Context: an optimization exercise on an open-source flow, tuned for small area, a short achievable clock period and few clock cycles per item. The choices shown serve that exercise and are no tape-out recipe. In this exercise RTL edits were held to simulation tests only and were not proved equivalent to the original. Power is estimated from default activity; no workload was simulated.

<file path="design.v">
package wgns_pkg;
	localparam int MAX_WIDTH  = 256;
	localparam int MAX_HEIGHT = 256;
	localparam int COL_W      = $clog2(MAX_WIDTH);
	localparam int ROW_W      = $clog2(MAX_HEIGHT);
	localparam int SIZE_W     = 9;
	localparam int THR_W      = 4;
	localparam int CFG_IDX_W  = 2;
	localparam int CFG_DATA_W = SIZE_W;
	localparam int IN_DATA_W  = 8;
	localparam int OUT_DATA_W = 24;
	localparam int OUT_USER_W = 2;
	localparam logic [SIZE_W-1:0] RST_WIDTH   = SIZE_W'(64);
	localparam logic [SIZE_W-1:0] RST_HEIGHT  = SIZE_W'(64);
	localparam logic [THR_W-1:0]  RST_KEEP    = THR_W'(5);
	localparam logic [THR_W-1:0]  RST_GROW    = THR_W'(6);
	localparam logic [CFG_IDX_W-1:0] REG_GRID_WIDTH  = 2'd0;
	localparam logic [CFG_IDX_W-1:0] REG_GRID_HEIGHT = 2'd1;
	localparam logic [CFG_IDX_W-1:0] REG_WALL_KEEP   = 2'd2;
	localparam logic [CFG_IDX_W-1:0] REG_FLOOR_GROW  = 2'd3;
endpackage
module wgns_seg #(
	parameter int LEN = 1
) (
	input  logic clk,
	input  logic en,
	input  logic sel,
	input  logic d,
	output logic q
);
	logic [LEN-1:0] sr;
	always_ff @(posedge clk) begin
		if (en) begin
			sr <= {sr, d};
		end
	end
	assign q = sel ? sr[LEN-1] : d;
endmodule
module wgns_line_buf (
	input  logic       clk,
	input  logic       en,
	input  logic [7:0] sel,
	input  logic       d,
	output logic       q
);
	logic s126, s64, s32, s16, s8, s4, s2, s1;
	logic r1, r2;
	wgns_seg #(.LEN(126)) u_s126 (.clk(clk), .en(en), .sel(sel[7]), .d(d),    .q(s126));
	wgns_seg #(.LEN(64))  u_s64  (.clk(clk), .en(en), .sel(sel[6]), .d(s126), .q(s64));
	wgns_seg #(.LEN(32))  u_s32  (.clk(clk), .en(en), .sel(sel[5]), .d(s64),  .q(s32));
	wgns_seg #(.LEN(16))  u_s16  (.clk(clk), .en(en), .sel(sel[4]), .d(s32),  .q(s16));
	always_ff @(posedge clk) begin
		if (en) begin
			r1 <= s16;
		end
	end
	wgns_seg #(.LEN(8))   u_s8   (.clk(clk), .en(en), .sel(sel[3]), .d(r1),   .q(s8));
	wgns_seg #(.LEN(4))   u_s4   (.clk(clk), .en(en), .sel(sel[2]), .d(s8),   .q(s4));
	wgns_seg #(.LEN(2))   u_s2   (.clk(clk), .en(en), .sel(sel[1]), .d(s4),   .q(s2));
	wgns_seg #(.LEN(1))   u_s1   (.clk(clk), .en(en), .sel(sel[0]), .d(s2),   .q(s1));
	always_ff @(posedge clk) begin
		if (en) begin
			r2 <= s1;
		end
	end
	assign q = r2;
endmodule
module wall_grid_neighbor_smoothing_core (
	input  logic                                clk,
	input  logic                                arst_n,
	input  logic                                s_axis_tvalid,
	output logic                                s_axis_tready,
	input  logic [wgns_pkg::IN_DATA_W-1:0]      s_axis_tdata,   
	output logic                                m_axis_tvalid,
	input  logic                                m_axis_tready,
	output logic [wgns_pkg::OUT_DATA_W-1:0]     m_axis_tdata,   
	output logic [wgns_pkg::OUT_USER_W-1:0]     m_axis_tuser,   
	output logic                                m_axis_tlast,   
	input  logic                                cfg_we,
	input  logic [wgns_pkg::CFG_IDX_W-1:0]      cfg_index,
	input  logic [wgns_pkg::CFG_DATA_W-1:0]     cfg_wdata
);
	localparam int DEPTH = 8;    
	localparam int PTR_W = $clog2(DEPTH);
	logic [wgns_pkg::SIZE_W-1:0] width_q, height_q;
	logic [wgns_pkg::THR_W-1:0]  keep_thr_q, grow_thr_q;
	always_ff @(posedge clk or negedge arst_n) begin
		if (!arst_n) begin
			width_q    <= wgns_pkg::RST_WIDTH;
			height_q   <= wgns_pkg::RST_HEIGHT;
			keep_thr_q <= wgns_pkg::RST_KEEP;
			grow_thr_q <= wgns_pkg::RST_GROW;
		end else if (cfg_we) begin
			case (cfg_index)
				wgns_pkg::REG_GRID_WIDTH:  width_q    <= cfg_wdata;
				wgns_pkg::REG_GRID_HEIGHT: height_q   <= cfg_wdata;
				wgns_pkg::REG_WALL_KEEP:   keep_thr_q <= cfg_wdata[wgns_pkg::THR_W-1:0];
				wgns_pkg::REG_FLOOR_GROW:  grow_thr_q <= cfg_wdata[wgns_pkg::THR_W-1:0];
				default: ;
			endcase
		end
	end
	logic [8:0] wsat, hsat;
	logic [7:0] wv, dsel;
	always_comb begin
		wsat = (width_q < 9'd3) ? 9'd3 : (width_q > 9'd256) ? 9'd256 : width_q;
		hsat = (height_q < 9'd3) ? 9'd3 : (height_q > 9'd256) ? 9'd256 : height_q;
		wv   = 8'(wsat - 9'd3);    
		dsel = wv[7] ? {1'b1, 7'(wv - 8'd126)} : wv;
	end
	logic [7:0] wm1_q, wm2_q, wm3_q, hm1_q, hm2_q, hm3_q, dsel_q;
	logic [4:0] keep1_q;
	always_ff @(posedge clk) begin
		wm1_q   <= 8'(wsat - 9'd1);
		wm2_q   <= 8'(wsat - 9'd2);
		wm3_q   <= 8'(wsat - 9'd3);
		hm1_q   <= 8'(hsat - 9'd1);
		hm2_q   <= 8'(hsat - 9'd2);
		hm3_q   <= 8'(hsat - 9'd3);
		dsel_q  <= dsel;
		keep1_q <= {1'b0, keep_thr_q} + 5'd1;
	end
	logic       tready_q, iv_q, ibit_q, ok_q, adv_q, push_q;
	logic       in_acc, iv_n, ok_n;
	logic [3:0] res_q;           
	logic [3:0] res_adv;
	logic [7:0] col_q, row_q;
	logic       fc_q, fr_q, r1_q, lc_q, lr_q;    
	logic       lc_n;
	assign in_acc = s_axis_tvalid && tready_q;
	assign iv_n   = in_acc || (iv_q && !adv_q);
	logic has_a, has_b;
	assign has_a = !fr_q && !fc_q;
	assign has_b = lc_q || lr_q;
	assign res_adv = res_q + (adv_q ? 4'(has_a) + 4'(has_b) : 4'd0);
	assign ok_n    = res_adv <= 4'(DEPTH - 2);
	assign lc_n    = adv_q ? (!lc_q && (col_q == wm2_q)) : lc_q;
	assign s_axis_tready = tready_q;
	always_ff @(posedge clk or negedge arst_n) begin
		if (!arst_n) begin
			tready_q <= 1'b1;
			iv_q     <= 1'b0;
			ok_q     <= 1'b1;
			adv_q    <= 1'b0;
			push_q   <= 1'b0;
		end else begin
			tready_q <= !iv_n || ok_n;
			iv_q     <= iv_n;
			ok_q     <= ok_n;
			adv_q    <= iv_n && ok_n;
			push_q   <= iv_n && ok_n && !lc_n;
		end
	end
	always_ff @(posedge clk) begin
		if (in_acc) begin
			ibit_q <= s_axis_tdata[0];
		end
	end
	always_ff @(posedge clk or negedge arst_n) begin
		if (!arst_n) begin
			col_q <= '0;
			row_q <= '0;
			fc_q  <= 1'b1;
			fr_q  <= 1'b1;
			r1_q  <= 1'b0;
			lc_q  <= 1'b0;
			lr_q  <= 1'b0;
		end else if (adv_q) begin
			lc_q <= lc_n;
			if (lc_q) begin
				col_q <= '0;
				fc_q  <= 1'b1;
				if (lr_q) begin
					row_q <= '0;
					fr_q  <= 1'b1;
					r1_q  <= 1'b0;
					lr_q  <= 1'b0;
				end else begin
					row_q <= row_q + 1'b1;
					fr_q  <= 1'b0;
					r1_q  <= fr_q;
					lr_q  <= row_q == hm2_q;
				end
			end else begin
				col_q <= col_q + 1'b1;
				fc_q  <= 1'b0;
			end
		end
	end
	logic mid_bit, top_bit;    
	wgns_line_buf u_row1 (
		.clk (clk),
		.en  (push_q),
		.sel (dsel_q),
		.d   (ibit_q),
		.q   (mid_bit)
	);
	wgns_line_buf u_row2 (
		.clk (clk),
		.en  (push_q),
		.sel (dsel_q),
		.d   (mid_bit),
		.q   (top_bit)
	);
	logic [1:0] new_sum, s1_sum_q, s2_sum_q;
	logic [2:0] q_sum_q;        
	logic       m2_q, ctr_q;    
	logic       t_eff, b_eff;
	logic       has_a1_q, has_b1_q, bbit1_q;
	assign t_eff   = top_bit || r1_q;
	assign b_eff   = ibit_q || lr_q;
	assign new_sum = lc_q ? 2'd3 : 2'(t_eff) + 2'(mid_bit) + 2'(b_eff);
	always_ff @(posedge clk) begin
		if (adv_q) begin
			s1_sum_q <= fc_q ? 2'd3 : s2_sum_q;
			s2_sum_q <= new_sum;
			q_sum_q  <= 3'(s1_sum_q) + (fc_q ? 3'd3 : 3'(s2_sum_q));
			m2_q     <= mid_bit;
			ctr_q    <= m2_q;
			has_a1_q <= has_a;
			has_b1_q <= has_b;
			bbit1_q  <= ibit_q;
		end
	end
	logic       p1_q, p2_q;
	logic       has_a2_q, has_b2_q, bbit2_q, abit2_q;
	logic [3:0] total;
	logic [4:0] thr;
	assign total = 4'(q_sum_q) + 4'(s2_sum_q);
	assign thr   = ctr_q ? keep1_q : {1'b0, grow_thr_q};
	always_ff @(posedge clk or negedge arst_n) begin
		if (!arst_n) begin
			p1_q <= 1'b0;
			p2_q <= 1'b0;
		end else begin
			p1_q <= adv_q;
			p2_q <= p1_q;
		end
	end
	always_ff @(posedge clk) begin
		has_a2_q <= has_a1_q;
		has_b2_q <= has_b1_q;
		bbit2_q  <= bbit1_q;
		abit2_q  <= {1'b0, total} >= thr;
	end
	logic [DEPTH-1:0] fifo_q;
	logic [PTR_W-1:0] wptr_q, rptr_q, wptr1;
	logic [3:0]       cnt_q;
	logic             wr_a, wr_b, take, nonempty;
	assign wr_a     = p2_q && has_a2_q;
	assign wr_b     = p2_q && has_b2_q;
	assign wptr1    = wptr_q + 1'b1;
	assign nonempty = cnt_q != 4'd0;
	always_ff @(posedge clk) begin
		for (int k = 0; k < DEPTH; k++) begin
			if (wr_a && wptr_q == PTR_W'(k))
				fifo_q[k] <= abit2_q;
			else if (wr_b && (wr_a ? wptr1 : wptr_q) == PTR_W'(k))
				fifo_q[k] <= bbit2_q;
		end
	end
	always_ff @(posedge clk or negedge arst_n) begin
		if (!arst_n) begin
			wptr_q <= '0;
			rptr_q <= '0;
			cnt_q  <= '0;
			res_q  <= '0;
		end else begin
			wptr_q <= wptr_q + PTR_W'(wr_a) + PTR_W'(wr_b);
			if (take)
				rptr_q <= rptr_q + 1'b1;
			cnt_q  <= cnt_q + 4'(wr_a) + 4'(wr_b) - 4'(take);
			res_q  <= res_adv - 4'(take);
		end
	end
	logic       ov_q, owall_q, osm_q, orl_q, olast_q;
	logic [7:0] ocol_q, orow_q;
	logic       f_xw2_q, f_yh2_q, f_yh1_q;    
	logic       n_sm, n_rl, n_last, n_xw2, n_yh2, n_yh1;
	logic [7:0] n_col, n_row;
	logic       eq_wm3, eq_hm3;
	assign eq_wm3 = ocol_q == wm3_q;
	assign eq_hm3 = orow_q == hm3_q;
	always_comb begin
		n_sm   = 1'b0;
		n_rl   = 1'b1;
		n_last = 1'b0;
		n_xw2  = 1'b0;
		n_yh2  = 1'b0;
		n_yh1  = 1'b0;
		n_col  = ocol_q;
		n_row  = orow_q;
		if (olast_q) begin
			n_col = wm1_q;
			n_row = '0;
		end else if (!osm_q) begin
			if (f_yh1_q) begin
				n_sm  = 1'b1;
				n_rl  = 1'b0;
				n_row = hm2_q;
				n_xw2 = f_xw2_q;
				n_yh2 = 1'b1;
			end else if (f_yh2_q) begin
				n_col = '0;
				n_row = orow_q + 1'b1;
				n_yh1 = 1'b1;
			end else begin
				n_sm  = 1'b1;
				n_col = '0;
			end
		end else begin
			if (f_yh2_q) begin
				n_col  = ocol_q + 1'b1;
				n_row  = orow_q + 1'b1;
				n_xw2  = eq_wm3;
				n_yh1  = 1'b1;
				n_last = f_xw2_q;
			end else if (f_xw2_q) begin
				n_col = wm1_q;
				n_row = orow_q + 1'b1;
				n_yh2 = eq_hm3;
			end else begin
				n_sm  = 1'b1;
				n_col = ocol_q + 1'b1;
				n_xw2 = eq_wm3;
				n_rl  = !eq_wm3;
				n_yh2 = f_yh2_q;
			end
		end
	end
	assign take = nonempty && (m_axis_tready || !ov_q);
	always_ff @(posedge clk or negedge arst_n) begin
		if (!arst_n) begin
			ov_q    <= 1'b0;
			olast_q <= 1'b1;
		end else begin
			if (take) begin
				ov_q    <= 1'b1;
				olast_q <= n_last;
			end else if (m_axis_tready) begin
				ov_q    <= 1'b0;
			end
		end
	end
	always_ff @(posedge clk) begin
		if (take) begin
			owall_q <= fifo_q[rptr_q];
			osm_q   <= n_sm;
			orl_q   <= n_rl;
			ocol_q  <= n_col;
			orow_q  <= n_row;
			f_xw2_q <= n_xw2;
			f_yh2_q <= n_yh2;
			f_yh1_q <= n_yh1;
		end
	end
	assign m_axis_tvalid = ov_q;
	assign m_axis_tdata  = {7'd0, owall_q, orow_q, ocol_q};
	assign m_axis_tuser  = {orl_q, osm_q};
	assign m_axis_tlast  = olast_q;
endmodule
</file>
<file path="run.sh">
#!/bin/bash
# synth_recipe.tcl (not shown) runs the flow's synth.tcl, then flattens the netlist and writes it again
# the make line also repeats each setting of config.mk as NAME=value (left out here)
make -C /OpenROAD-flow-scripts/flow DESIGN_CONFIG=/design/flow/config.mk WORK_HOME=/design/flow/orfs CLKGATE_MAP_FILE= SYNTH_SCRIPT=/design/flow/synth_recipe.tcl finish
</file>
<file path="config.mk">
export PLATFORM = sky130hd
export DESIGN_NAME = wall_grid_neighbor_smoothing_core
export DESIGN_NICKNAME = wall_grid_neighbor_smoothing_core
export VERILOG_FILES = /design/flow/design.v
export SDC_FILE = /design/flow/constraint.sdc
export NUM_CORES = 4
export LEC_CHECK = 0
export CAP_MARGIN = 20
export CORE_MARGIN = 2
export CORE_UTILIZATION = 40
export SLEW_MARGIN = 20
</file>
<file path="constraint.sdc">
create_clock -name core_clock -period 5.0 [get_ports {clk}]
set_input_delay 1.0000 -clock core_clock [delete_from_list [all_inputs] [get_ports {clk}]]
set_output_delay 1.0000 -clock core_clock [all_outputs]
set_load 0.01 [all_outputs]
</file>
==> run_results.csv <==
group,metric,value,unit
route,drc,0,
cts,hold_buffers,0,
cts,cts.sinks,676,
cts,htreeDepth,3,
min_path,holdPathEnd,"has_b2_q$_DFF_P_",
cts,cts_tree,"yes",
place,place.gp.congestion,0.799,
die,chipHeight,247,µm
cells_and_area,drive_gt1_frac,0.128,
sta,maxSlewHeadroom,0.362,
die,core_area,58700,µm²
run_status,status,"no timing/DRC/antenna violations",
global_route,grt_max_degree,169,
yosys,netlist_instances,1267,
cts,numCtsBuffers,71,
yosys,syn_area,23600,µm²
pwr,p_switching,4320,µW
pwr,combPwrFrac,0.149,
route,drt_pass1_iterations,4,
pwr,p_sw_frac,0.268,
setup_path,cp.required,5520,ps
cells_and_area,n_antenna_cell,0,
yosys,ys_async_sr_fraction,0.102,
cts,clk_pin_slew,60,ps
min_path,min_from,"has_b1_q$_DFFE_PP_",
setup_path,r2r_slack,2140,ps
sta,finalHoldViolations,0,
sta,tightest_slew,958,ps
cts,post_cts_buffers,0,
die,core.rowCount,89,
yosys,synth_area_leaders,"edfxtp_1 70%, dfrtp_1 6.3%, dfxtp_1 4.6%",
setup_path,timing.rr.start,"width_q[5]$_DFFE_PN0P_",
pwr,finalPower,16100,µW
min_path,hold_path.class,"flip-flop to flip-flop",
sta,finClkSkew,26.5,ps
yosys,yosys_warnings,10,
die,die-area,60900,µm²
cells_and_area,area_growth,15.1,%
setup_path,path_max_fanout,9,
global_route,grt_usage,0.117,
yosys,synth.yosys.seq_area_share,0.824,
sta,fin_hold_ws,324,ps
die,die_w,247,µm
pwr,vdd_ir_drop_max,0.354,mV
setup_path,reg2reg_to,"dsel_q[4]$_DFF_P_",
cts,insertion_delay,610,ps
setup_path,critPathLaunchType,"flip-flop",
global_route,overflow,0,
yosys,yosysTopAreaCell,"edfxtp_1",
sta,setup_violations,0,
sta,rsz0062_at_grt,"no",
global_route,grt_pass1_wl,56200,µm
setup_path,criticalPathCategory,"flip-flop to flip-flop",
route,ant_nets,0,
yosys,avgSynthCellArea,18.6,µm²
pwr,p_int,11800,µW
cells_and_area,fin_nets,1428,
place,place_inst,2059,
place,io_buffers,38,
yosys,synth-seq-cells,676,
yosys,synth_cell_types,62,
sta,finalSetupTns,0,ps
cells_and_area,instances_no_fill,2188,
place,dp_hpwl,19300,µm
yosys,synthFlopType,"edfxtp_1",
yosys,yosysMostFrequentCell,"edfxtp_1",
yosys,synth_top_area_share,0.704,
pwr,p_per_area,595,nW/µm²
setup_path,endpoint_kind,"flip-flop",
sta,clock.fmax,0.349,GHz
cts,cts_max_path_buffers,3,
sta,finalCritPeriodShare,0.572,
pwr,power.share.sequential,0.540,
pwr,power.share.clock,0.311,
min_path,hold_depth,0,
yosys,synth_edf_count,553,
yosys,synthTopCellsByCount,"553 x edfxtp_1, 64 x nand2_1, 59 x dfrtp_1",
die,initial_utilization,0.402,
setup_path,arrival,3380,ps
route,drt_iter0_markers,672,
route,vias,10400,
die,ios,53,
global_route,grt_pass1_vias,10400,
route,drt_wl_total,35000,µm
sta,maxSlewViolCount,0,
cts,cts_root_buf,"clkbuf_16",
cts,ctsResizeCount,0,
global_route,antenna_found_initial,0,
flow_run,maxCapViolations,0,
pwr,p_leak,0.00886,µW
setup_path,r2r_cells,10,
route,wire_per_inst,16.0,µm
route,viasPerCell,4.76,
sta,period_minus_slack,2860,ps
[cell families after synthesis]
family | after synthesis | synth area share
AO/OA/AOI/OAI | 115 | 0.0317
XOR/XNOR | 76 | 0.0282
adder cells (fa/ha/maj) | 45 | 0.0261
buffers and inverters | 78 | 0.0146
flip-flops | 676 | 0.824
multiplexers | 59 | 0.0289
other | 1 | 0.000159
AND/OR/NAND/NOR | 217 | 0.0465
[routing by layer]
layer  track usage  routed length, µm
met4        0.0489               1050
met3        0.0309               1400
met1         0.175              17800
met5             0                  0
met2         0.162              14800
[how the worst max path moves through the flow]
stage	startpoint	end
2_1_floorplan	push_q$_DFF_PN0_	u_row1.r1$_DFFE_PP_
3_3_place_gp	m_axis_tready	cnt_q[2]$_DFF_PN0_
3_5_place_dp	m_axis_tready	cnt_q[2]$_DFF_PN0_
4_1_cts	olast_q$_DFFE_PN1P_	m_axis_tlast
5_1_grt	width_q[5]$_DFFE_PN0P_	dsel_q[4]$_DFF_P_
6_report	width_q[5]$_DFFE_PN0P_	dsel_q[4]$_DFF_P_
[power groups by stage]
stage                     clock network [µW]  logic, µW  registers, µW
after floorplan                            0       1390           9090
after global placement                     0       2370           8790
after detailed placement                   0       2460           8810
after CTS                               5200       2460           8740
after global routing                    5410       2750           8870
final                                   5020       2410           8710
[cell usage in the layout (no fill, tap or decap), types with 9 or more instances in the layout]
cell | Yosys | final
dfrtp_1 | 59 | 58
nor4_1 | 11 | 11
dfstp_2 | 10 | 10
clkbuf_16 | 0 | 71
o21ai_0 | 37 | 37
mux2_2 | 52 | 52
nor3_1 | 12 | 12
a21o_1 | 9 | 9
nand3_1 | 20 | 20
ha_1 | 38 | 38
nand2_1 | 64 | 64
edfxtp_1 | 553 | 553
a21oi_1 | 29 | 29
dfxtp_1 | 54 | 54
nor2b_1 | 11 | 11
nand2b_1 | 11 | 11
clkdlybuf4s50_1 | 0 | 37
nand4_1 | 10 | 10
xnor2_1 | 37 | 37
nor2_1 | 40 | 40
clkbuf_1 | 19 | 16
clkinv_1 | 1 | 19
inv_1 | 44 | 44
a211oi_1 | 11 | 11
xor2_1 | 39 | 39
[cell type report]
cell class,count,area (µm²)
Clock buffer,89,1860
Sequential cell,676,19400
Multi-Input combinational cell,519,3830
Timing Repair Buffer,46,473
Inverter,45,169
Fill cell,4885,31600
Tap cell,773,967
Clock inverter,40,397
[registers in the layout (all words and copies together) (netlist names), 16 cells and up]
| signal | flops |
|---|---|
| u_row2.u_s126.sr | 126 |
| u_row1.u_s16.sr | 16 |
| u_row1.u_s126.sr | 126 |
| u_row2.u_s16.sr | 16 |
| u_row1.u_s64.sr | 64 |
| u_row2.u_s32.sr | 32 |
| u_row1.u_s32.sr | 32 |
| u_row2.u_s64.sr | 64 |
[through the flow]
| step | cell area [µm²] | util | worst slack [ps] |
|---|---|---|---|
| 2_1_floorplan | 23600 | - | 818 |
| 3_3_place_gp | 24900 | 0.424 | 1770 |
| 3_5_place_dp | 24900 | 0.424 | 1800 |
| 4_1_cts | 27100 | 0.462 | 2100 |
| 5_1_grt | 27100 | 0.462 | 1950 |
| 6_report | 27100 | 0.462 | 2140 |
[critical path: stages (launching register included)]
cell,delay (ps)
dfrtp_1,490
nor4_4,450
a21oi_1,170
or2_2,350
inv_1,90
ha_1,270
a21o_1,210
a311oi_1,60
a211o_1,410
nand4_1,150
xnor2_1,130
Testbench counts, summed over its fixed seeds: cycles 72,340, items 68,207.

-- re-timing with driven ports --
The results above use ideal ports. As a check the final layout listed here was re-extracted and re-timed, cells and wires unchanged. Step 1 assumes that a clkbuf_16 drives the clock port and a buf_2 every other input. Step 2 also shifts input and output timing later by t, the mid clock arrival at the registers, as if the neighbouring blocks saw the same clock. Three values: no drivers, after step 1, after step 2; two values: the first two.
t (ns): 0.651
setup WS [ns]: 2.138 / 2.090 / 1.782
cell pins on the clock port's net: 1
After both steps setup and hold are still met in this run. The setup slack of this run moves by -0.048 ns with the drivers and by -0.356 ns with both steps.
